What follows belongs to an exercise in optimizing a design on an open flow for a short achievable clock period and few clock cycles per item; a production flow would make more cautious choices. At most, simulation tests tie the RTL to the original design; equivalence was not proved. For runs 1 and 2, only the layout was checked, not whether the RTL still works. The clock port is modelled as an ideal driver; clocking choices that lean on that would not hold on a real chip. No activity file was given, so power comes from the tool's default toggle rates.

[flow/config.mk]
export PLATFORM = sky130hd
export DESIGN_NAME = box_filter_top
export DESIGN_NICKNAME = box_filter_top
export VERILOG_FILES = /design/flow/design.v
export SDC_FILE = /design/flow/constraint.sdc
export NUM_CORES = 4
export LEC_CHECK = 0
export ABC_CLOCK_PERIOD_IN_PS = 1200
export CAP_MARGIN = 20
export CORE_MARGIN = 2
export CORE_UTILIZATION = 60
export SETUP_SLACK_MARGIN = 1.75
export SLEW_MARGIN = 20
[flow/constraint.sdc]
create_clock -name core_clock -period 3.1 [get_ports {clk_i}]
set_input_delay 0.6200 -clock core_clock [delete_from_list [all_inputs] [get_ports {clk_i}]]
set_output_delay 0.6200 -clock core_clock [all_outputs]
set_load 0.01 [all_outputs]
[flow/design.v]
package box_pkg;
  localparam int PX_W         = 8;
  localparam int WIN          = 3;
  localparam int LINE_BUFS    = WIN + 1;                 
  localparam int MAX_LINE_LEN = 16;
  localparam int LINE_ADDR_W  = $clog2( MAX_LINE_LEN );
  localparam int BUF_IDX_W    = $clog2( LINE_BUFS );
  localparam int SUM_W        = PX_W + 4;                
  typedef logic [PX_W - 1 : 0] px_t;
  typedef struct packed {
    px_t  tdata;
    logic tvalid;
    logic tlast;                                         
    logic tuser;                                         
  } stream_word_t;
  typedef struct packed {
    px_t [WIN - 1 : 0][WIN - 1 : 0] px;
    logic                           tvalid;
    logic                           tlast;
    logic                           tuser;
  } window_t;
  typedef struct packed {
    logic [SUM_W - 1 : 0] tdata;
    logic                 tvalid;
    logic                 tlast;
    logic                 tuser;
  } sum_word_t;
endpackage
`timescale 1ns/1ps
module box_filter_top
(
  input  logic         clk_i,
  input  logic         rst_i,
  input  box_pkg::stream_word_t video_i,
  output logic         video_ready_o,
  output box_pkg::sum_word_t    sum_o,
  input  logic         sum_ready_i
);
localparam int PX_W   = box_pkg::PX_W;                   
localparam int SUM_W  = box_pkg::SUM_W;                  
localparam int COL_W  = PX_W + 2;                        
localparam int NCOL   = box_pkg::MAX_LINE_LEN;
localparam int FIFO_D = 10;
logic              busy_q;                               
logic              take;                                 
logic [NCOL - 1:0] col_q;                                
logic [1:0]        row_q;                                
logic [NCOL - 1:0] col_in;                               
logic [1:0]        row_in;
assign take   = video_i.tvalid && !busy_q;
assign col_in = video_i.tuser ? NCOL'( 1 ) : col_q;
assign row_in = video_i.tuser ? 2'd0 : row_q;
always_ff @( posedge clk_i )
  if( take )
    begin
      col_q <= video_i.tlast ? NCOL'( 1 ) : { col_in[NCOL - 2:0], 1'b0 };
      row_q <= !video_i.tlast ? row_in : ( row_in == 2'd3 ) ? 2'd3 : row_in + 2'd1;
    end
logic              s0_v;
logic              s0_win;                               
logic              s0_first;                             
logic              s0_last;
logic [PX_W - 1:0] s0_px;
logic [NCOL - 1:0] wr_q;                                 
logic [NCOL - 1:0] rd_q;                                 
always_ff @( posedge clk_i, posedge rst_i )
  if( rst_i )
    begin
      s0_v   <= 1'b0;
      s0_win <= 1'b0;
    end
  else
    begin
      s0_v   <= take;
      s0_win <= take && row_in[1] && !col_in[0] && !col_in[1];
    end
always_ff @( posedge clk_i )
  begin
    s0_first <= ( row_in == 2'd2 ) && col_in[2];
    s0_last  <= video_i.tlast;
    s0_px    <= video_i.tdata;
    wr_q     <= take ? col_in : '0;
    rd_q     <= col_in;
  end
logic [PX_W - 1:0] la [NCOL];
logic [PX_W - 1:0] lb [NCOL];
logic [PX_W - 1:0] rd_a;
logic [PX_W - 1:0] rd_b;
always_comb
  begin
    rd_a = '0;
    rd_b = '0;
    for( int i = 0; i < NCOL; i++ )
      begin
        rd_a = rd_a | ( la[i] & { PX_W{ rd_q[i] } } );
        rd_b = rd_b | ( lb[i] & { PX_W{ rd_q[i] } } );
      end
  end
logic              s1_v;
logic              s1_win;
logic              s1_last;
logic              s1_first;
logic [PX_W - 1:0] s1_px;
logic [PX_W - 1:0] s1_a;
logic [PX_W - 1:0] s1_b;
always_ff @( posedge clk_i, posedge rst_i )
  if( rst_i )
    begin
      s1_v   <= 1'b0;
      s1_win <= 1'b0;
    end
  else
    begin
      s1_v   <= s0_v;
      s1_win <= s0_win;
    end
always_ff @( posedge clk_i )
  begin
    s1_last  <= s0_last;
    s1_first <= s0_first;
    s1_px    <= s0_px;
    s1_a     <= rd_a;
    s1_b     <= rd_b;
  end
for( genvar i = 0; i < NCOL; i++ )
  begin : g_col
    always_ff @( posedge clk_i )
      if( wr_q[i] )
        begin
          la[i] <= s0_px;
          lb[i] <= la[i];
        end
  end
logic              s2_v;
logic              s2_win;
logic              s2_last;
logic              s2_first;
logic [PX_W - 1:0] s2_s;                                 
logic [PX_W - 1:0] s2_c;
always_ff @( posedge clk_i, posedge rst_i )
  if( rst_i )
    begin
      s2_v   <= 1'b0;
      s2_win <= 1'b0;
    end
  else
    begin
      s2_v   <= s1_v;
      s2_win <= s1_win;
    end
always_ff @( posedge clk_i )
  begin
    s2_last  <= s1_last;
    s2_first <= s1_first;
    s2_s     <= s1_px ^ s1_a ^ s1_b;
    s2_c     <= ( s1_px & s1_a ) | ( s1_px & s1_b ) | ( s1_a & s1_b );
  end
logic       s3_v;
logic       s3_win;
logic       s3_last;
logic       s3_first;
logic [4:0] s3_lo;
logic [4:0] s3_mid0;
logic [4:0] s3_mid1;
logic       s3_top;
always_ff @( posedge clk_i, posedge rst_i )
  if( rst_i )
    begin
      s3_v   <= 1'b0;
      s3_win <= 1'b0;
    end
  else
    begin
      s3_v   <= s2_v;
      s3_win <= s2_win;
    end
always_ff @( posedge clk_i )
  begin
    s3_last  <= s2_last;
    s3_first <= s2_first;
    s3_lo    <= { 1'b0, s2_s[3:0] } + { 1'b0, s2_c[2:0], 1'b0 };
    s3_mid0  <= { 1'b0, s2_s[7:4] } + { 1'b0, s2_c[6:3] };
    s3_mid1  <= { 1'b0, s2_s[7:4] } + { 1'b0, s2_c[6:3] } + 5'd1;
    s3_top   <= s2_c[7];
  end
logic [4:0]         col_mid;
logic [COL_W - 1:0] col_0;                               
logic [COL_W - 1:0] col_1;                               
logic [COL_W - 1:0] col_2;
assign col_mid = s3_lo[4] ? s3_mid1 : s3_mid0;
assign col_0   = { s3_top && col_mid[4], s3_top ^ col_mid[4], col_mid[3:0], s3_lo[3:0] };
always_ff @( posedge clk_i )
  if( s3_v )
    begin
      col_1 <= col_0;
      col_2 <= col_1;
    end
logic               s4_win;
logic               s4_last;
logic               s4_first;
logic [COL_W - 1:0] s4_s;                                
logic [COL_W - 1:0] s4_c;
always_ff @( posedge clk_i, posedge rst_i )
  if( rst_i )
    s4_win <= 1'b0;
  else
    s4_win <= s3_win;
always_ff @( posedge clk_i )
  begin
    s4_last  <= s3_last;
    s4_first <= s3_first;
    s4_s     <= col_0 ^ col_1 ^ col_2;
    s4_c     <= ( col_0 & col_1 ) | ( col_0 & col_2 ) | ( col_1 & col_2 );
  end
logic       s5_win;
logic       s5_last;
logic       s5_first;
logic [4:0] s5_lo;
logic [4:0] s5_mid0;
logic [4:0] s5_mid1;
logic [3:0] s5_hi0;
logic [3:0] s5_hi1;
always_ff @( posedge clk_i, posedge rst_i )
  if( rst_i )
    s5_win <= 1'b0;
  else
    s5_win <= s4_win;
always_ff @( posedge clk_i )
  begin
    s5_last  <= s4_last;
    s5_first <= s4_first;
    s5_lo    <= { 1'b0, s4_s[3:0] } + { 1'b0, s4_c[2:0], 1'b0 };
    s5_mid0  <= { 1'b0, s4_s[7:4] } + { 1'b0, s4_c[6:3] };
    s5_mid1  <= { 1'b0, s4_s[7:4] } + { 1'b0, s4_c[6:3] } + 5'd1;
    s5_hi0   <= { 2'b0, s4_s[9:8] } + { 1'b0, s4_c[9:7] };
    s5_hi1   <= { 2'b0, s4_s[9:8] } + { 1'b0, s4_c[9:7] } + 4'd1;
  end
logic [4:0]         s5_mid;
logic [SUM_W - 1:0] s5_sum;
assign s5_mid = s5_lo[4] ? s5_mid1 : s5_mid0;
assign s5_sum = { s5_mid[4] ? s5_hi1 : s5_hi0, s5_mid[3:0], s5_lo[3:0] };
logic               s6_win;
logic [SUM_W + 1:0] s6_d;
always_ff @( posedge clk_i, posedge rst_i )
  if( rst_i )
    s6_win <= 1'b0;
  else
    s6_win <= s5_win;
always_ff @( posedge clk_i )
  s6_d <= { s5_sum, s5_last, s5_first };
logic [SUM_W + 1:0] fifo [FIFO_D];
logic [FIFO_D:0]    occ;                                 
logic [SUM_W + 1:0] wr_d;
logic               push;
logic [SUM_W + 1:0] keep_d;                              
logic [SUM_W + 1:0] next_d;                              
logic               keep_v;
logic               next_v;
logic               out_v;
logic               rdy_o;
logic [SUM_W + 1:0] out_d;
assign push = s6_win;
assign wr_d = s6_d;
assign keep_d = occ[0] ? wr_d : fifo[0];
assign next_d = occ[1] ? wr_d : fifo[1];
assign keep_v = !occ[0] || push;
assign next_v = !( occ[0] || occ[1] ) || push;
logic [FIFO_D:0]    occ_up;
logic [FIFO_D:0]    occ_dn;
logic [FIFO_D:0]    occ_rdy;
logic [FIFO_D:0]    occ_wait;
logic [SUM_W + 1:0] d_rdy;
logic               v_rdy;
assign occ_up   = { occ[FIFO_D - 1:0], 1'b0 };
assign occ_dn   = { 1'b0, occ[FIFO_D:1] };
assign occ_wait = push ? occ_up : occ;
assign occ_rdy  = occ[0] ? occ_wait : ( push ? occ : occ_dn );
assign d_rdy    = occ[0] ? keep_d : next_d;
assign v_rdy    = occ[0] ? keep_v : next_v;
for( genvar i = 0; i < FIFO_D; i++ )
  begin : g_fifo
    logic [SUM_W + 1:0] stay;                            
    logic [SUM_W + 1:0] move;                            
    assign stay = ( push && occ[i] ) ? wr_d : fifo[i];
    if( i < FIFO_D - 1 )
      begin : g_move
        assign move = ( push && occ[i + 1] ) ? wr_d : fifo[i + 1];
      end
    else
      begin : g_last
        assign move = fifo[i];                           
      end
    always_ff @( posedge clk_i )
      fifo[i] <= ( sum_ready_i && !occ[0] ) ? move : stay;
  end
localparam logic [FIFO_D:0] OCC_INIT = ( FIFO_D + 1 )'( 1 );
logic [FIFO_D:0] occ_x;
assign occ = occ_x ^ OCC_INIT;
always_ff @( posedge clk_i, posedge rst_i )
  if( rst_i )
    begin
      occ_x  <= '0;
      out_v  <= 1'b0;
      busy_q <= 1'b0;
    end
  else
    begin
      occ_x <= ( sum_ready_i ? occ_rdy : occ_wait ) ^ OCC_INIT;
      out_v <= sum_ready_i ? v_rdy : keep_v;
      busy_q <= !( occ[0] || occ[1] );
    end
always_ff @( posedge clk_i )
  rdy_o <= occ[0] || occ[1];
assign video_ready_o = rdy_o;
always_ff @( posedge clk_i )
  out_d <= sum_ready_i ? d_rdy : keep_d;
assign sum_o = { out_d[SUM_W + 1:2], out_v, out_d[1], out_d[0] };
endmodule
[flow/flow/run.sh]
#!/bin/bash
# The standard layout (standard.sh: the standard flow's own ORFS run, with the standard
# synthesis) with these changes, passed to ORFS through its environment:
#  - port buffers are buf_4 instead of the default pick, a slow delay cell
#  - clock tree synthesis clusters about 30 flip-flops per leaf buffer
set -euo pipefail
here=$(cd "$(dirname "$0")" && pwd)
export BUFFER_PORTS_ARGS="-buffer_cell sky130_fd_sc_hd__buf_4"
export CTS_ARGS="-sink_clustering_enable -repair_clock_nets -sink_clustering_size 30 -sink_clustering_max_diameter 100"
# no adder cells: the adder step (extract_fa) maps sums to full-adder cells,
# whose sum output is slow; without it abc maps the adders from plain gates
export ADDER_MAP_FILE=
export POST_CTS_TCL="$here/post_cts.tcl"
bash standard.sh > flow.log 2>&1
[flow/flow/clock_top.tcl]
# Rebuild the top of the clock tree: the clock port drives NTOP buffers
# directly, each at the centre of the leaf buffers it drives. The leaf level
# (buffers and the flip-flops under them) is kept as clock tree synthesis made it.
proc rebuild_clock_top { ntop } {
  set block [ord::get_db_block]
  set portnet [$block findNet clk_i]
  # everything between the port and the leaf buffers
  set leaves {}
  set upper {}
  set front [list $portnet]
  set upper_nets {}
  while {[llength $front]} {
    set next {}
    foreach net $front {
      foreach it [$net getITerms] {
        if {![$it isInputSignal]} continue
        set inst [$it getInst]
        set name [$inst getName]
        if {[string match "clkbuf_leaf_*" $name]} {
          lappend leaves $inst
        } else {
          lappend upper $inst
          foreach ot [$inst getITerms] {
            if {[$ot isOutputSignal] && [$ot getNet] ne "NULL"} { lappend next [$ot getNet]; lappend upper_nets [$ot getNet] }
          }
        }
      }
    }
    set front $next
  }
  foreach leaf $leaves { [$leaf findITerm A] disconnect }
  foreach inst $upper { odb::dbInst_destroy $inst }
  foreach net $upper_nets { odb::dbNet_destroy $net }
  # split the leaves into ntop groups: halves by x, then by y within each half
  set groups [list $leaves]
  set byx 1
  while {[llength $groups] < $ntop} {
    set ng {}
    foreach g $groups {
      set keyed {}
      foreach l $g {
        set b [$l getBBox]
        set k [expr {$byx ? [$b xMin] : [$b yMin]}]
        lappend keyed [list $k $l]
      }
      set keyed [lsort -integer -index 0 $keyed]
      set h [expr {[llength $keyed] / 2}]
      set a {}; set c {}
      foreach p [lrange $keyed 0 [expr {$h - 1}]] { lappend a [lindex $p 1] }
      foreach p [lrange $keyed $h end] { lappend c [lindex $p 1] }
      lappend ng $a $c
    }
    set groups $ng
    set byx [expr {!$byx}]
  }
  set master [[ord::get_db] findMaster sky130_fd_sc_hd__clkbuf_16]
  set i 0
  foreach g $groups {
    set sx 0; set sy 0
    foreach l $g { set b [$l getBBox]; incr sx [$b xMin]; incr sy [$b yMin] }
    set x [expr {$sx / [llength $g]}]
    set y [expr {$sy / [llength $g]}]
    set inst [odb::dbInst_create $block $master clkbuf_top_${i}_clk_i]
    set net [odb::dbNet_create $block clknet_top_${i}_clk_i]
    $net setSigType CLOCK
    [$inst findITerm A] connect $portnet
    [$inst findITerm X] connect $net
    foreach l $g { [$l findITerm A] connect $net }
    $inst setLocation $x $y
    $inst setPlacementStatus PLACED
    incr i
  }
  puts "clock port drives $i buffers over [llength $leaves] leaf buffers; removed [llength $upper] cells"
}
[flow/flow/post_cts.tcl]
# Sourced by ORFS's cts step (POST_CTS_TCL) before it writes its result.
source [file join [file dirname [info script]] clock_top.tcl]
rebuild_clock_top 4
detailed_placement
check_placement -verbose
[flow/standard.sh]
#!/bin/bash
# synth_recipe.tcl (not shown) runs the flow's synth.tcl, then flattens the netlist and writes it again
# the make line also repeats each setting of config.mk as NAME=value (left out here)
make -C /OpenROAD-flow-scripts/flow DESIGN_CONFIG=/design/flow/config.mk WORK_HOME=/design/flow/orfs CLKGATE_MAP_FILE= SYNTH_SCRIPT=/design/flow/synth_recipe.tcl "${@:-finish}"
==> results.json, run 1 <==
{
  "timing_worst_setup_path_type": "in2reg",
  "min_path_type": "reg2reg",
  "total_non_filler_cell_area_in_the_finished_layout_sq_um": 25100,
  "boundaryPins": 30,
  "final_nets": 1565,
  "worst-path-max-fanout": 21,
  "fin_hold_ws_ns": 0.315,
  "fp.coreArea_sq_um": 35700,
  "postRouteWirelength_um": 48100,
  "worst_setup_path_startpoint": "sum_ready_i",
  "peakVddDrop_v": 0.000481,
  "maxCapViolations": 0,
  "tritoncts_clock_tree": "done",
  "sequential_area_share_after_synthesis": 0.741,
  "vias_per_cell": 6.18,
  "via_count": 12600,
  "worst_slew_pin_slew_ns": 0.917,
  "top_layer": "met4",
  "synth_fp_nets": 1529,
  "report.final.slew_viol_count": 0,
  "drt_pass_1_iters": 19,
  "clkSlewWorstSetupHoldPaths_ns": 0.11,
  "critical_path.endpoint": "fifo[6][3]$_DFF_P_",
  "post-route-drc-count": 0,
  "antenna_cells_inserted": 0,
  "initial_utilization": 0.610,
  "io_buffer_count": 29,
  "share_of_flip_flops_with_an_asynchronous_set_or_reset": 0.0376,
  "globalRouteOverflowTotal": 0,
  "dp_hpwl_um": 27800,
  "place_area_sq_um": 22200,
  "pin_count_of_the_biggest_net_entering_global_routing": 32,
  "antenna_found_initial": 0,
  "most_instantiated_cells_after_synthesis": "sky130_fd_sc_hd__edfxtp_1 (322), sky130_fd_sc_hd__dfxtp_1 (292), sky130_fd_sc_hd__o22ai_1 (118), sky130_fd_sc_hd__a21oi_1 (105), sky130_fd_sc_hd__nor2_1 (101)",
  "via_count_of_the_first_global_routing_pass": 12500,
  "setup_slack_ns": 1.51,
  "worstReg2RegEnd": "fifo[6][3]$_DFF_P_",
  "drt_wl_cell_um": 23.7,
  "fin_tns_setup_ns": 0,
  "multiInputGateArea_sq_um": 6320,
  "wirelength_met1_um": 19900,
  "areaGrowthSynthToFinish_pct": 15.6,
  "drive_above_1_share": 0.265,
  "power_per_cell_area_nw_per_um2": 815,
  "finalNonFillerCells": 2030,
  "insertion_delay_ns": 0.37,
  "hold_violations": 0,
  "setup.worst_path.start_class": "input pin",
  "post_synth_instance_area_sq_um": 21800,
  "clock.fmax_ghz": 0.628,
  "synthesis.instances": 1515,
  "p_leak_nw": 8.94,
  "ys_ff_latch": 638,
  "grt_pass1_wl_um": 73500,
  "met3RoutedLength_um": 2630,
  "setup_viol_count_final": 0,
  "r2r_cells": 7,
  "synth_top_area_frac": 0.445,
  "synth.area.top_cells": "sky130_fd_sc_hd__edfxtp_1 (44%), sky130_fd_sc_hd__dfxtp_1 (27%), sky130_fd_sc_hd__o22ai_1 (3.4%), sky130_fd_sc_hd__dfrtp_1 (2.8%), sky130_fd_sc_hd__a221oi_1 (2.6%)",
  "fin_crit_sh": 0.514,
  "count_of_flip_flops_with_a_built_in_enable_after_synthesis": 322,
  "timing.clock.skew_ns": 0.0498,
  "initialDrtViolationCount": 964,
  "gpl.final_weighted_congestion": 0.783,
  "outcome": "complete, no violations",
  "grt_util_all_layers": 0.255,
  "yosys.cell_count.top_type": "sky130_fd_sc_hd__edfxtp_1",
  "fp-row-count": 69,
  "num-fill-cells": 2375,
  "final_period_minus_worst_setup_slack_ns": 1.59,
  "cts_num_sinks": 638,
  "place_inst": 1930,
  "die-width_um": 194,
  "synth_cell_type_count": 51,
  "fp.dieArea_sq_um": 37800,
  "preCtsSetupSlack_ns": 0.748,
  "synthFlopType": "sky130_fd_sc_hd__edfxtp_1",
  "wl_met2_um": 23900,
  "cp_data_required_time_ns": 3.35,
  "regArea_sq_um": 16200,
  "ant_nets": 0,
  "synth_area_per_cell_sq_um": 14.4,
  "relSlewSlack": 0.388,
  "floorplan_die_height_um": 194,
  "synth_warnings": 4,
  "yosysTopAreaCell": "sky130_fd_sc_hd__edfxtp_1",
  "grt_setup_unrepaired": "true",
  "critPathCaptureType": "register",
  "timing.hold.worst_path_depth": 0,
  "r2r-start": "occ_x[0]$_DFF_PP0_",
  "arrival_ns": 1.85,
  "r2r_setup_slack_ns": 1.52
}
==> critical path: stages <==
cell and delay [ns]:
sky130_fd_sc_hd__buf_12 0.15, sky130_fd_sc_hd__and2_4 0.24, sky130_fd_sc_hd__buf_12 0.14, sky130_fd_sc_hd__buf_8 0.13, sky130_fd_sc_hd__nand2_4 0.06, sky130_fd_sc_hd__a21oi_4 0.23
sky130_fd_sc_hd__clkbuf_16 0.21, sky130_fd_sc_hd__a21oi_2 0.05
==> kinds of logic after synthesis <==
kind of cell | share of synthesized area
mux | 0.0288
fa+ha+maj | 0.0102
flops | 0.741
buf+inv | 0.0239
compound gates | 0.123
simple gates | 0.0432
xor+xnor | 0.0297
==> registers in the layout, summed over array words and instances (netlist names), 8 cells and up <==
signal	flops
col_q	16
wr_q	16
s2_c	8
s0_px	8
col_2	10
out_d	14
fifo	140
occ_x	11
s4_s	10
la	128
s6_d	14
lb	128
s2_s	8
col_1	10
s4_c	10
s1_a	8
s1_b	8
s1_px	8
rd_q	16
==> stage by stage <==
step,power (W),utilization
floorplan,0.0143,-
global placement,0.0153,0.624
detailed placement,0.0154,0.624
global route,0.0215,0.705
finish,0.0205,0.705
==> report_power, final <==
part	internal (W)	switching, W
registers	0.0107	0.00160
logic	0.00218	0.00194
clock network	0.00165	0.00239
total	0.0146	0.00594
==> placed cells by master (no fill, tap or decap), drive strengths merged, types with 2 or more instances in the layout <==
cell type | synthesis | layout
nand2b | 3 | 3
a21oi | 111 | 111
xnor2 | 62 | 62
nand3 | 2 | 2
dfrtp | 24 | 24
nor2b | 4 | 4
clkinvlp | 0 | 2
nand4 | 16 | 16
clkbuf | 41 | 50
dfxtp | 292 | 292
a31oi | 5 | 5
o21ai | 21 | 21
buf | 38 | 76
inv | 38 | 35
nand2 | 77 | 80
xor2 | 11 | 11
edfxtp | 322 | 322
a21boi | 2 | 2
nor2 | 101 | 101
mux2 | 41 | 42
o22ai | 118 | 118
mux2i | 16 | 16
o31ai | 2 | 2
a221oi | 65 | 65
a22o | 64 | 64
clkinv | 0 | 2
a22oi | 2 | 2
maj3 | 22 | 22
and2 | 4 | 5
or2 | 3 | 3
==> how the worst min path moves through the flow <==
stage / slack [ns] / from / endpoint
after floorplan: 0.31 / s0_first$_DFF_P_ / s1_first$_DFF_P_
after global routing: 0.34 / video_i[6] / s0_px[3]$_DFF_P_
after global placement: 0.31 / s2_first$_DFF_P_ / s3_first$_DFF_P_
final: 0.31 / s2_last$_DFF_P_ / s3_last$_DFF_P_
after detailed placement: 0.31 / s5_lo[0]$_DFF_P_ / s6_d[2]$_DFF_P_
==> per-layer routing <==
metal  global-route usage  vias to the layer above
met5                    0                        -
met4               0.0835                        0
met3               0.0326                       95
met2                0.434                      397
met1                0.344                     6321
li1                     -                     5739
==> final cells by class, without the clock buffers <==
class / count / area share
sequential: 638 / 0.645
multi-input combinational: 765 / 0.252
timing repair buffer: 82 / 0.0441
tap: 461 / 0.0229
inverter: 38 / 0.00647
buffer: 4 / 0.00398
clock inverter: 1 / 0.00119
==> run 2: changes to the inputs <==
--- a/flow/config.mk
+++ b/flow/config.mk
@@ -7,3 +7,3 @@
 export LEC_CHECK = 0
-export ABC_CLOCK_PERIOD_IN_PS = 1200
+export ABC_CLOCK_PERIOD_IN_PS = 1100
 export CAP_MARGIN = 20
@@ -11,3 +11,3 @@
 export CORE_UTILIZATION = 60
-export SETUP_SLACK_MARGIN = 1.75
+export SETUP_SLACK_MARGIN = 1.8
 export SLEW_MARGIN = 20
==> run 2 against run 1 <==
Against the previous run:
- final cell count increased by 1.6%
- core utilization is 1.1 points higher
- die area is the same
- global-route usage grew 1.0 points
- via count grew 3.1%
- clock power is essentially flat
- sequential power barely moved
- area after synthesis is the same
- hold slack worse by 0.021 ns
- synthesized cell count did not move
- power increased by 0.15%
- highest routed layer unchanged
==> results.json, run 2 <==
{
  "global_route.usage.met2": 0.461,
  "drt_pass_1_iters": 19,
  "fin_tns_setup_ns": 0,
  "synth_cell_type_count": 51,
  "largest_reg_flops": 140,
  "grt_most_used_layer": "met2",
  "critPathMaxStageDelay_ns": 0.42,
  "floorplan_die_height_um": 194,
  "p_switching_w": 0.00590,
  "post-route-drc-count": 0,
  "grt_pass1_wl_um": 76100,
  "critical_path.endpoint": "fifo[1][11]$_DFF_P_",
  "globalRouteOverflowTotal": 0,
  "count_of_flip_flops_with_a_built_in_enable_after_synthesis": 322,
  "tritoncts_clock_tree": "done",
  "fp.dieArea_sq_um": 37800,
  "r2r-start": "occ_x[0]$_DFF_PP0_",
  "sequential_area_share_after_synthesis": 0.741,
  "r2r_setup_slack_ns": 1.41,
  "report.final.slew_viol_count": 0,
  "cp_data_required_time_ns": 3.35,
  "fin_crit_sh": 0.544,
  "postRouteWirelength_um": 50500,
  "grtUsageMet1": 0.351,
  "setup.worst_path.start_class": "register",
  "share_of_flip_flops_with_an_asynchronous_set_or_reset": 0.0376,
  "preCtsSetupSlack_ns": 0.654,
  "layout_common_cells": "sky130_fd_sc_hd__edfxtp_1 (322), sky130_fd_sc_hd__dfxtp_1 (238), sky130_fd_sc_hd__nor2_1 (89)",
  "maxCapViolations": 0,
  "gpl.final_weighted_congestion": 0.797,
  "timing.clock.skew_ns": 0.0423,
  "initial_utilization": 0.610,
  "p_leak_nw": 9.19,
  "p_sw_frac": 0.288,
  "clkSlewWorstSetupHoldPaths_ns": 0.12,
  "outcome": "complete, no violations",
  "final_period_minus_worst_setup_slack_ns": 1.69,
  "synth_fp_nets": 1529,
  "post_synth_instance_area_sq_um": 21800,
  "critPathCaptureType": "register",
  "fp-row-count": 69,
  "groute.layer.met3.usage": 0.0357,
  "p_clk_frac": 0.195,
  "crit_chain": "buf_6, and2_4, buf_12, inv_12, buf_12, nand2_8, a21oi_4, buf_6, buf_12, a21oi_2",
  "synth.area.top_cells": "sky130_fd_sc_hd__edfxtp_1 (44%), sky130_fd_sc_hd__dfxtp_1 (27%), sky130_fd_sc_hd__o22ai_1 (3.4%), sky130_fd_sc_hd__dfrtp_1 (2.8%), sky130_fd_sc_hd__a221oi_1 (2.6%)",
  "via_count": 12900,
  "yosys.cell_count.top_type": "sky130_fd_sc_hd__edfxtp_1",
  "antenna_found_initial": 2,
  "insertion_delay_ns": 0.37,
  "relSlewSlack": 0.555,
  "final_nets": 1598,
  "setup_viol_count_final": 0,
  "synth_warnings": 4,
  "most_instantiated_cells_after_synthesis": "sky130_fd_sc_hd__edfxtp_1 (322), sky130_fd_sc_hd__dfxtp_1 (292), sky130_fd_sc_hd__o22ai_1 (118), sky130_fd_sc_hd__a21oi_1 (105), sky130_fd_sc_hd__nor2_1 (101)",
  "die-width_um": 194,
  "synth_area_per_cell_sq_um": 14.4,
  "min_path_type": "in2async",
  "drive_above_1_share": 0.266,
  "yosysTopAreaCell": "sky130_fd_sc_hd__edfxtp_1",
  "worst-path-max-fanout": 7,
  "boundaryPins": 30,
  "synth_top_area_frac": 0.445,
  "grt_setup_unrepaired": "true",
  "cts_num_sinks": 638,
  "r2r_cells": 10,
  "pin_count_of_the_biggest_net_entering_global_routing": 32,
  "antenna_cells_inserted": 0,
  "areaGrowthSynthToFinish_pct": 17.4,
  "top_register": "fifo",
  "ant_nets": 0,
  "grt_util_all_layers": 0.265,
  "via_count_of_the_first_global_routing_pass": 12900,
  "synthFlopType": "sky130_fd_sc_hd__edfxtp_1",
  "drt_wl_cell_um": 24.5,
  "initialDrtViolationCount": 943,
  "cp_num_cells": 10,
  "hold_violations": 0,
  "setup_slack_ns": 1.41,
  "clock.fmax_ghz": 0.592,
  "layout_top_registers": "fifo: 140 flops, la: 128 flops, lb: 128 flops",
  "power_per_cell_area_nw_per_um2": 804,
  "top_cell_by_count_worst_path": "sky130_fd_sc_hd__buf_12",
  "critPathBufInv": 6,
  "dp_hpwl_um": 28200,
  "combPwrFrac": 0.203,
  "internal_power_w": 0.0146,
  "worst_slew_pin_slew_ns": 0.668,
  "io_buffer_count": 29,
  "timing_worst_setup_path_type": "reg2reg",
  "cpLargestDelayFamily": "buffers and inverters",
  "worstReg2RegEnd": "fifo[1][11]$_DFF_P_",
  "arrival_ns": 1.94,
  "fp.coreArea_sq_um": 35700,
  "worst_setup_path_startpoint": "occ_x[0]$_DFF_PP0_",
  "ys_ff_latch": 638,
  "vias_per_cell": 6.27,
  "peakVddDrop_v": 0.000698,
  "cpMaxStageDelayCell": "sky130_fd_sc_hd__dfrtp_1",
  "synthesis.instances": 1515,
  "seq_power_share": 0.601,
  "final_common_cell": "sky130_fd_sc_hd__edfxtp_1"
}
[run 2: worst min path at each step]
stage | from | endpoint
after floorplan | s0_first$_DFF_P_ | s1_first$_DFF_P_
after global placement | s5_lo[0]$_DFF_P_ | s6_d[2]$_DFF_P_
after detailed placement | s3_first$_DFF_P_ | s4_first$_DFF_P_
after global routing | rst_i | occ_x[1]$_DFFE_PP0P_
final | rst_i | occ_x[1]$_DFFE_PP0P_
[run 2: cell type report, without the clock buffers]
class | instances | area [sq um]
Buffer | 4 | 100
Clock inverter | 1 | 30.0
Fill cell | 2344 | 10100
Inverter | 38 | 166
Multi-Input combinational cell | 765 | 6300
Sequential cell | 638 | 16200
Tap cell | 461 | 577
Timing Repair Buffer | 114 | 1490
Timing Repair inverter | 1 | 16.3
[run 2: power groups by stage]
stage	registers [W]	clock network [W]	logic [W]
final	0.0123	0.00401	0.00417
after floorplan	0.0117	0	0.00261
after global routing	0.0125	0.00437	0.00458
after global placement	0.0122	0	0.00309
after detailed placement	0.0123	0	0.00319
[run 2: worst register-to-register path, stage by stage (launching register included)]
cell and delay (ns):
sky130_fd_sc_hd__dfrtp_1 0.42, sky130_fd_sc_hd__buf_6 0.13, sky130_fd_sc_hd__and2_4 0.16, sky130_fd_sc_hd__buf_12 0.15, sky130_fd_sc_hd__inv_12 0.06, sky130_fd_sc_hd__buf_12 0.11, sky130_fd_sc_hd__nand2_8 0.05, sky130_fd_sc_hd__a21oi_4 0.19
sky130_fd_sc_hd__buf_6 0.14, sky130_fd_sc_hd__buf_12 0.13, sky130_fd_sc_hd__a21oi_2 0.06
[run 2: cell families (layout without fill, tap and decap cells)]
group | Yosys count | after routing | share of synthesized area
fa+ha+maj | 22 | 22 | 0.0102
simple gates | 214 | 218 | 0.0432
xor+xnor | 73 | 73 | 0.0297
compound gates | 394 | 394 | 0.123
flops | 638 | 638 | 0.741
buf+inv | 117 | 199 | 0.0239
mux | 57 | 58 | 0.0288
[run 2: per-stage QoR]
step	power (W)	cells	utilization	hold WS, ns	instance area (sq um)
after floorplan	0.0143	1515	-	0.310	21900
after global placement	0.0153	1930	0.624	0.311	22200
after detailed placement	0.0155	1930	0.624	0.312	22200
after global routing	0.0215	2063	0.716	0.329	25500
final	0.0205	2063	0.716	0.293	25500
[run 2: per-layer routing]
| metal | vias up | wire, um |
|---|---|---|
| met5 | - | 0 |
| li1 | 5821 | - |
| met1 | 6552 | 20200 |
| met4 | 0 | 1570 |
| met3 | 95 | 3090 |
| met2 | 470 | 25700 |
==> run 3: changes to the inputs <==
==> flow/design.v (replaced) <==
package box_pkg;
  localparam int PX_W         = 8;
  localparam int WIN          = 3;
  localparam int LINE_BUFS    = WIN + 1;                 
  localparam int MAX_LINE_LEN = 16;
  localparam int LINE_ADDR_W  = $clog2( MAX_LINE_LEN );
  localparam int BUF_IDX_W    = $clog2( LINE_BUFS );
  localparam int SUM_W        = PX_W + 4;                
  typedef logic [PX_W - 1 : 0] px_t;
  typedef struct packed {
    px_t  tdata;
    logic tvalid;
    logic tlast;                                         
    logic tuser;                                         
  } stream_word_t;
  typedef struct packed {
    px_t [WIN - 1 : 0][WIN - 1 : 0] px;
    logic                           tvalid;
    logic                           tlast;
    logic                           tuser;
  } window_t;
  typedef struct packed {
    logic [SUM_W - 1 : 0] tdata;
    logic                 tvalid;
    logic                 tlast;
    logic                 tuser;
  } sum_word_t;
endpackage
`timescale 1ns/1ps
module box_filter_top
(
  input  logic         clk_i,
  input  logic         rst_i,
  input  box_pkg::stream_word_t video_i,
  output logic         video_ready_o,
  output box_pkg::sum_word_t    sum_o,
  input  logic         sum_ready_i
);
localparam int PX_W   = box_pkg::PX_W;                   
localparam int SUM_W  = box_pkg::SUM_W;                  
localparam int COL_W  = PX_W + 2;                        
localparam int NCOL   = box_pkg::MAX_LINE_LEN;
localparam int FIFO_D = 9;
logic              rdy_q;
logic              s0_v;
logic [PX_W - 1:0] s0_px;
logic              s0_last;
logic              s0_user;
always_ff @( posedge clk_i, posedge rst_i )
  if( rst_i )
    s0_v <= 1'b0;
  else
    s0_v <= video_i.tvalid && rdy_q;
always_ff @( posedge clk_i )
  begin
    s0_px   <= video_i.tdata;
    s0_last <= video_i.tlast;
    s0_user <= video_i.tuser;
  end
logic [NCOL - 1:0] col_q;                                
logic [1:0]        row_q;                                
logic [NCOL - 1:0] col_e;
logic [1:0]        row_e;
assign col_e = s0_user ? NCOL'( 1 ) : col_q;
assign row_e = s0_user ? 2'd0 : row_q;
always_ff @( posedge clk_i, posedge rst_i )
  if( rst_i )
    begin
      col_q <= NCOL'( 1 );
      row_q <= 2'd0;
    end
  else
    if( s0_v )
      begin
        if( s0_last )
          begin
            col_q <= NCOL'( 1 );
            row_q <= ( row_e == 2'd3 ) ? 2'd3 : row_e + 2'd1;
          end
        else
          begin
            col_q <= { col_e[NCOL - 2:0], 1'b0 };
            row_q <= row_e;
          end
      end
logic [PX_W - 1:0] la [NCOL];
logic [PX_W - 1:0] lb [NCOL];
logic [PX_W - 1:0] rd_a;
logic [PX_W - 1:0] rd_b;
always_comb
  begin
    rd_a = '0;
    rd_b = '0;
    for( int i = 0; i < NCOL; i++ )
      begin
        rd_a = rd_a | ( la[i] & { PX_W{ col_q[i] } } );
        rd_b = rd_b | ( lb[i] & { PX_W{ col_q[i] } } );
      end
  end
logic              s1_v;
logic              s1_win;                               
logic              s1_last;
logic              s1_first;
logic [PX_W - 1:0] s1_px;
logic [PX_W - 1:0] s1_a;
logic [PX_W - 1:0] s1_b;
always_ff @( posedge clk_i, posedge rst_i )
  if( rst_i )
    begin
      s1_v   <= 1'b0;
      s1_win <= 1'b0;
    end
  else
    begin
      s1_v   <= s0_v;
      s1_win <= s0_v && row_e[1] && !col_e[0] && !col_e[1];
    end
always_ff @( posedge clk_i )
  begin
    s1_last  <= s0_last;
    s1_first <= ( row_e == 2'd2 ) && col_e[2];
    s1_px    <= s0_px;
    s1_a     <= rd_a;
    s1_b     <= rd_b;
  end
for( genvar i = 0; i < NCOL; i++ )
  begin : g_col
    always_ff @( posedge clk_i )
      if( s0_v && col_e[i] )
        begin
          la[i] <= s0_px;
          lb[i] <= la[i];
        end
  end
logic              s2_v;
logic              s2_win;
logic              s2_last;
logic              s2_first;
logic [PX_W - 1:0] s2_s;                                 
logic [PX_W - 1:0] s2_c;
always_ff @( posedge clk_i, posedge rst_i )
  if( rst_i )
    begin
      s2_v   <= 1'b0;
      s2_win <= 1'b0;
    end
  else
    begin
      s2_v   <= s1_v;
      s2_win <= s1_win;
    end
always_ff @( posedge clk_i )
  begin
    s2_last  <= s1_last;
    s2_first <= s1_first;
    s2_s     <= s1_px ^ s1_a ^ s1_b;
    s2_c     <= ( s1_px & s1_a ) | ( s1_px & s1_b ) | ( s1_a & s1_b );
  end
logic       s3_v;
logic       s3_win;
logic       s3_last;
logic       s3_first;
logic [4:0] s3_lo;
logic       s3_k;                                        
logic [4:0] s3_hi0;                                      
logic [4:0] s3_hi1;                                      
always_ff @( posedge clk_i, posedge rst_i )
  if( rst_i )
    begin
      s3_v   <= 1'b0;
      s3_win <= 1'b0;
    end
  else
    begin
      s3_v   <= s2_v;
      s3_win <= s2_win;
    end
always_ff @( posedge clk_i )
  begin
    s3_last       <= s2_last;
    s3_first      <= s2_first;
    { s3_k, s3_lo } <= { 1'b0, s2_s[4:0] } + { 1'b0, s2_c[3:0], 1'b0 };
    s3_hi0        <= { 2'b0, s2_s[7:5] } + { 1'b0, s2_c[7:4] };
    s3_hi1        <= { 2'b0, s2_s[7:5] } + { 1'b0, s2_c[7:4] } + 5'd1;
  end
logic [COL_W - 1:0] col_0;                               
logic [COL_W - 1:0] col_1;                               
logic [COL_W - 1:0] col_2;
assign col_0 = { s3_k ? s3_hi1 : s3_hi0, s3_lo };
always_ff @( posedge clk_i )
  if( s3_v )
    begin
      col_1 <= col_0;
      col_2 <= col_1;
    end
logic               s4_win;
logic               s4_last;
logic               s4_first;
logic [COL_W - 1:0] s4_s;                                
logic [COL_W - 1:0] s4_c;
always_ff @( posedge clk_i, posedge rst_i )
  if( rst_i )
    s4_win <= 1'b0;
  else
    s4_win <= s3_win;
always_ff @( posedge clk_i )
  begin
    s4_last  <= s3_last;
    s4_first <= s3_first;
    s4_s     <= col_0 ^ col_1 ^ col_2;
    s4_c     <= ( col_0 & col_1 ) | ( col_0 & col_2 ) | ( col_1 & col_2 );
  end
logic       s5_win;
logic       s5_last;
logic       s5_first;
logic [5:0] s5_lo;
logic       s5_k;
logic [5:0] s5_hi0;
logic [5:0] s5_hi1;
always_ff @( posedge clk_i, posedge rst_i )
  if( rst_i )
    s5_win <= 1'b0;
  else
    s5_win <= s4_win;
always_ff @( posedge clk_i )
  begin
    s5_last       <= s4_last;
    s5_first      <= s4_first;
    { s5_k, s5_lo } <= { 1'b0, s4_s[5:0] } + { 1'b0, s4_c[4:0], 1'b0 };
    s5_hi0        <= { 2'b0, s4_s[9:6] } + { 1'b0, s4_c[9:5] };
    s5_hi1        <= { 2'b0, s4_s[9:6] } + { 1'b0, s4_c[9:5] } + 6'd1;
  end
logic [SUM_W - 1:0] s5_sum;
assign s5_sum = { s5_k ? s5_hi1 : s5_hi0, s5_lo };
logic [SUM_W + 1:0]  fifo [FIFO_D];
logic [FIFO_D:0]     occ;                                
logic [FIFO_D - 1:0] wr_ptr;                             
logic [FIFO_D - 1:0] rd_ptr;                             
logic [FIFO_D - 1:0] rd_nx;                              
logic [SUM_W + 1:0]  wr_d;
logic [SUM_W + 1:0]  fifo_rd;
logic [SUM_W + 1:0]  fifo_nx;
logic                push;
logic                pop;
logic [SUM_W + 1:0]  keep_d;                             
logic [SUM_W + 1:0]  next_d;                             
logic                keep_v;
logic                next_v;
logic                out_v;
logic                rdy_o;
logic [SUM_W + 1:0]  out_d;
assign push  = s5_win;
assign wr_d  = { s5_sum, s5_last, s5_first };
assign rd_nx = { rd_ptr[FIFO_D - 2:0], rd_ptr[FIFO_D - 1] };
assign pop   = !occ[0] && sum_ready_i;                   
always_comb
  begin
    fifo_rd = '0;
    fifo_nx = '0;
    for( int i = 0; i < FIFO_D; i++ )
      begin
        fifo_rd = fifo_rd | ( fifo[i] & { ( SUM_W + 2 ){ rd_ptr[i] } } );
        fifo_nx = fifo_nx | ( fifo[i] & { ( SUM_W + 2 ){ rd_nx[i] } } );
      end
  end
assign keep_d = ( push && occ[0] ) ? wr_d : fifo_rd;
assign next_d = ( push && occ[1] ) ? wr_d : fifo_nx;
assign keep_v = !occ[0] || push;
assign next_v = !( occ[0] || occ[1] ) || push;
for( genvar i = 0; i < FIFO_D; i++ )
  begin : g_fifo
    always_ff @( posedge clk_i )
      if( push && wr_ptr[i] )
        fifo[i] <= wr_d;
  end
always_ff @( posedge clk_i, posedge rst_i )
  if( rst_i )
    begin
      occ    <= ( FIFO_D + 1 )'( 1 );
      wr_ptr <= FIFO_D'( 1 );
      rd_ptr <= FIFO_D'( 1 );
      out_v  <= 1'b0;
      rdy_q  <= 1'b1;                                    
    end
  else
    begin
      if( push && !pop )
        occ <= { occ[FIFO_D - 1:0], 1'b0 };
      else
        if( pop && !push )
          occ <= { 1'b0, occ[FIFO_D:1] };
      if( push )
        wr_ptr <= { wr_ptr[FIFO_D - 2:0], wr_ptr[FIFO_D - 1] };
      if( pop )
        rd_ptr <= rd_nx;
      out_v <= pop ? next_v : keep_v;
      rdy_q <= occ[0] || occ[1];
    end
always_ff @( posedge clk_i )
  rdy_o <= occ[0] || occ[1];
assign video_ready_o = rdy_o;
always_ff @( posedge clk_i )
  out_d <= pop ? next_d : keep_d;
assign sum_o = { out_d[SUM_W + 1:2], out_v, out_d[1], out_d[0] };
endmodule
--- a/flow/flow/run.sh
+++ b/flow/flow/run.sh
@@ -9,5 +9,2 @@
 export CTS_ARGS="-sink_clustering_enable -repair_clock_nets -sink_clustering_size 30 -sink_clustering_max_diameter 100"
-# no adder cells: the adder step (extract_fa) maps sums to full-adder cells,
-# whose sum output is slow; without it abc maps the adders from plain gates
-export ADDER_MAP_FILE=
 export POST_CTS_TCL="$here/post_cts.tcl"
--- a/flow/config.mk
+++ b/flow/config.mk
@@ -7,3 +7,3 @@
 export LEC_CHECK = 0
-export ABC_CLOCK_PERIOD_IN_PS = 1100
+export ABC_CLOCK_PERIOD_IN_PS = 1300
 export CAP_MARGIN = 20
@@ -11,3 +11,3 @@
 export CORE_UTILIZATION = 60
-export SETUP_SLACK_MARGIN = 1.8
+export SETUP_SLACK_MARGIN = 1.7
 export SLEW_MARGIN = 20
==> run 3 against run 2 <==
Against the previous run:
- via count down 1.8%
- register-to-register slack improved by 0.04 ns
- power is 39% lower
- sequential share of layout area shrank 0.60 points
- first-iteration DRC count is 50% higher
- critical endpoint is now s5_hi1[4]$_DFF_P_
- largest power group unchanged
==> results.json, run 3 <==
{
  "clock.fmax_ghz": 0.606,
  "antenna_cells_inserted": 0,
  "final_nets": 1495,
  "dp_hpwl_um": 27400,
  "synth_warnings": 4,
  "cp_data_required_time_ns": 3.38,
  "timing.hold.worst_path_depth": 0,
  "most_instantiated_cells_after_synthesis": "sky130_fd_sc_hd__edfxtp_1 (402), sky130_fd_sc_hd__dfxtp_1 (130), sky130_fd_sc_hd__a22o_1 (99), sky130_fd_sc_hd__a22oi_1 (81), sky130_fd_sc_hd__a221oi_1 (72)",
  "synth_top_area_frac": 0.571,
  "yosys.cell_count.top_type": "sky130_fd_sc_hd__edfxtp_1",
  "report.power.total_w": 0.0125,
  "synth_fp_nets": 1311,
  "floorplan_die_height_um": 192,
  "outcome": "complete, no violations",
  "post_synth_instance_area_sq_um": 21100,
  "insertion_delay_ns": 0.37,
  "share_of_flip_flops_with_an_asynchronous_set_or_reset": 0.0968,
  "layout_common_cells": "sky130_fd_sc_hd__edfxtp_1 (402), sky130_fd_sc_hd__dfxtp_1 (103), sky130_fd_sc_hd__buf_4 (101)",
  "report.final.slew_viol_count": 0,
  "r2r-start": "s4_s[6]$_DFF_P_",
  "initialDrtViolationCount": 1414,
  "die-width_um": 192,
  "grt_util_all_layers": 0.302,
  "via_count_of_the_first_global_routing_pass": 12600,
  "postRouteWirelength_um": 56100,
  "ys_ff_latch": 589,
  "grt_pass1_wl_um": 80000,
  "synthFlopType": "sky130_fd_sc_hd__edfxtp_1",
  "p_leak_nw": 9.19,
  "critPathCaptureType": "register",
  "globalRouteOverflowTotal": 0,
  "grt_setup_unrepaired": "true",
  "relSlewSlack": 0.434,
  "setup.worst_path.start_class": "register",
  "worstReg2RegEnd": "s5_hi1[4]$_DFF_P_",
  "areaGrowthSynthToFinish_pct": 21.9,
  "timing.clock.skew_ns": 0.0228,
  "hold_violations": 0,
  "synth_area_per_cell_sq_um": 16.8,
  "arrival_ns": 1.94,
  "fp.coreArea_sq_um": 34600,
  "sequential_area_share_after_synthesis": 0.762,
  "timing_worst_setup_path_type": "reg2reg",
  "final_common_cell": "sky130_fd_sc_hd__edfxtp_1",
  "fin_tns_setup_ns": 0,
  "io_buffer_count": 29,
  "count_of_flip_flops_with_a_built_in_enable_after_synthesis": 402,
  "power_per_cell_area_nw_per_um2": 485,
  "hold_path_end": "s4_first$_DFF_P_",
  "initial_utilization": 0.610,
  "final_period_minus_worst_setup_slack_ns": 1.65,
  "pin_count_of_the_biggest_net_entering_global_routing": 58,
  "setup_viol_count_final": 0,
  "clkSlewWorstSetupHoldPaths_ns": 0.11,
  "worst-path-max-fanout": 2,
  "drt_wl_cell_um": 29.3,
  "fp.dieArea_sq_um": 36700,
  "min_path_type": "reg2reg",
  "post-route-drc-count": 0,
  "drive_above_1_share": 0.328,
  "r2r_cells": 6,
  "fp-row-count": 68,
  "fin_crit_sh": 0.533,
  "layout_top_registers": "la: 128 flops, lb: 128 flops, fifo: 126 flops",
  "ant_nets": 0,
  "boundaryPins": 30,
  "synthesis.instances": 1256,
  "vias_per_cell": 6.65,
  "via_count": 12700,
  "maxCapViolations": 0,
  "synth.area.top_cells": "sky130_fd_sc_hd__edfxtp_1 (57%), sky130_fd_sc_hd__dfxtp_1 (12%), sky130_fd_sc_hd__dfrtp_1 (6.2%), sky130_fd_sc_hd__a22o_1 (4.1%), sky130_fd_sc_hd__a221oi_1 (3.0%)",
  "synth_cell_type_count": 51,
  "hold_start": "s3_first$_DFF_P_",
  "yosysTopAreaCell": "sky130_fd_sc_hd__edfxtp_1",
  "gpl.final_weighted_congestion": 0.819,
  "worst_slew_pin_slew_ns": 0.848,
  "tritoncts_clock_tree": "done",
  "antenna_found_initial": 0,
  "peakVddDrop_v": 0.000637,
  "drt_pass_1_iters": 8,
  "r2r_setup_slack_ns": 1.45,
  "cts_num_sinks": 589
}
run 3: cell count changes in the layout (fill, tap and decap cells not counted), sizes merged, moves of 80 or more:
cell    before  now
edfxtp     322  402
o22ai      118    8
buf        111  227
nor2       101    7
dfxtp      292  130
a21oi      111   30
run 3: cell families after synthesis:
family / count (synthesis) / synth area share
compound gates: 335 / 0.127
xor+xnor: 14 / 0.00580
fa+ha+maj: 41 / 0.0321
buf+inv: 96 / 0.0204
flops: 589 / 0.762
mux: 30 / 0.0151
simple gates: 151 / 0.0378
run 3: final cells by class, without the clock buffers:
type / count / area [sq um]
Tap cell: 455 / 569
Fill cell: 2029 / 8860
Inverter: 21 / 87.6
Clock inverter: 1 / 16.3
Timing Repair Buffer: 230 / 2780
Buffer: 4 / 100
Multi-Input combinational cell: 574 / 5420
Sequential cell: 589 / 16200
run 3: where the power goes:
group | total, W | internal [W] | switching [W]
Combinational | 0.000236 | 0.000109 | 0.000127
Sequential | 0.00853 | 0.00844 | 0.0000917
Clock | 0.00373 | 0.00151 | 0.00222
Total | 0.0125 | 0.0101 | 0.00244
run 3: routing by layer:
layer  share of wire  global-route usage  vias up
met4           0.053               0.142        0
met5               0                   0        -
met1            0.37               0.391     6433
met2            0.50               0.516      730
li1                -                   -     5353
met3           0.080              0.0333      187
run 3: worst max-delay path, stage by stage, from the launching register on:
cell,delay (ns)
sky130_fd_sc_hd__dfxtp_2,0.34
sky130_fd_sc_hd__ha_4,0.16
sky130_fd_sc_hd__fa_2,0.57
sky130_fd_sc_hd__ha_4,0.14
sky130_fd_sc_hd__nand2_1,0.06
sky130_fd_sc_hd__nor3_2,0.17
sky130_fd_sc_hd__xor2_1,0.15
run 3: worst max path at each step:
stage	start	end	slack, ns
5_1_grt	s4_s[6]$_DFF_P_	s5_hi1[5]$_DFF_P_	1.39
3_3_place_gp	sum_ready_i	out_d[7]$_DFF_P_	0.88
2_1_floorplan	sum_ready_i	occ[1]$_DFFE_PP0P_	1.41
6_report	s4_s[6]$_DFF_P_	s5_hi1[4]$_DFF_P_	1.45
3_5_place_dp	sum_ready_i	out_d[1]$_DFF_P_	0.87
run 3: stage by stage:
| stage | hold slack, ns | util | instances | setup slack [ns] | area, sq um |
|---|---|---|---|---|---|
| global route | 0.344 | 0.744 | 1911 | 1.39 | 25800 |
| floorplan | 0.310 | - | 1256 | 1.41 | 21300 |
| global placement | 0.310 | 0.631 | 1684 | 0.883 | 21900 |
| detailed placement | 0.312 | 0.631 | 1684 | 0.870 | 21900 |
| finish | 0.338 | 0.744 | 1911 | 1.45 | 25800 |
Testbench counts of run 3, summed over its fixed seeds: cycles 7,433, items 5,195.

==> re-timing with driven ports <==
The flow's constraints put no driver on any port. The routed layouts listed below were extracted and timed again, unchanged, in two steps.
Step 1 (the two cells are an assumption about what drives the block):
set clk [get_ports {clk_i}]
set_driving_cell -lib_cell sky130_fd_sc_hd__clkbuf_16 $clk
set_driving_cell -lib_cell sky130_fd_sc_hd__buf_2 [delete_from_list [all_inputs] $clk]
Step 2 also shifts input and output timing later by t, the mid clock arrival at the registers, as if the neighbouring blocks saw the same clock.
a / b / c = ideal ports / drivers / drivers and shift; a / b = the first two.
run | shift t [ns] | setup WS [ns] | pins driven straight from the clock port
run 1 | 0.460 | 1.508 / 1.477 / 1.078 | 4
run 2 | 0.471 | 1.412 / 1.412 / 1.033 | 4
run 3 | 0.463 | 1.449 / 1.449 / 1.338 | 4
After both steps every run listed still meets setup and hold. For run 1, which loses most, drivers alone change the setup slack by -0.031 ns; drivers and shift together by -0.430 ns.
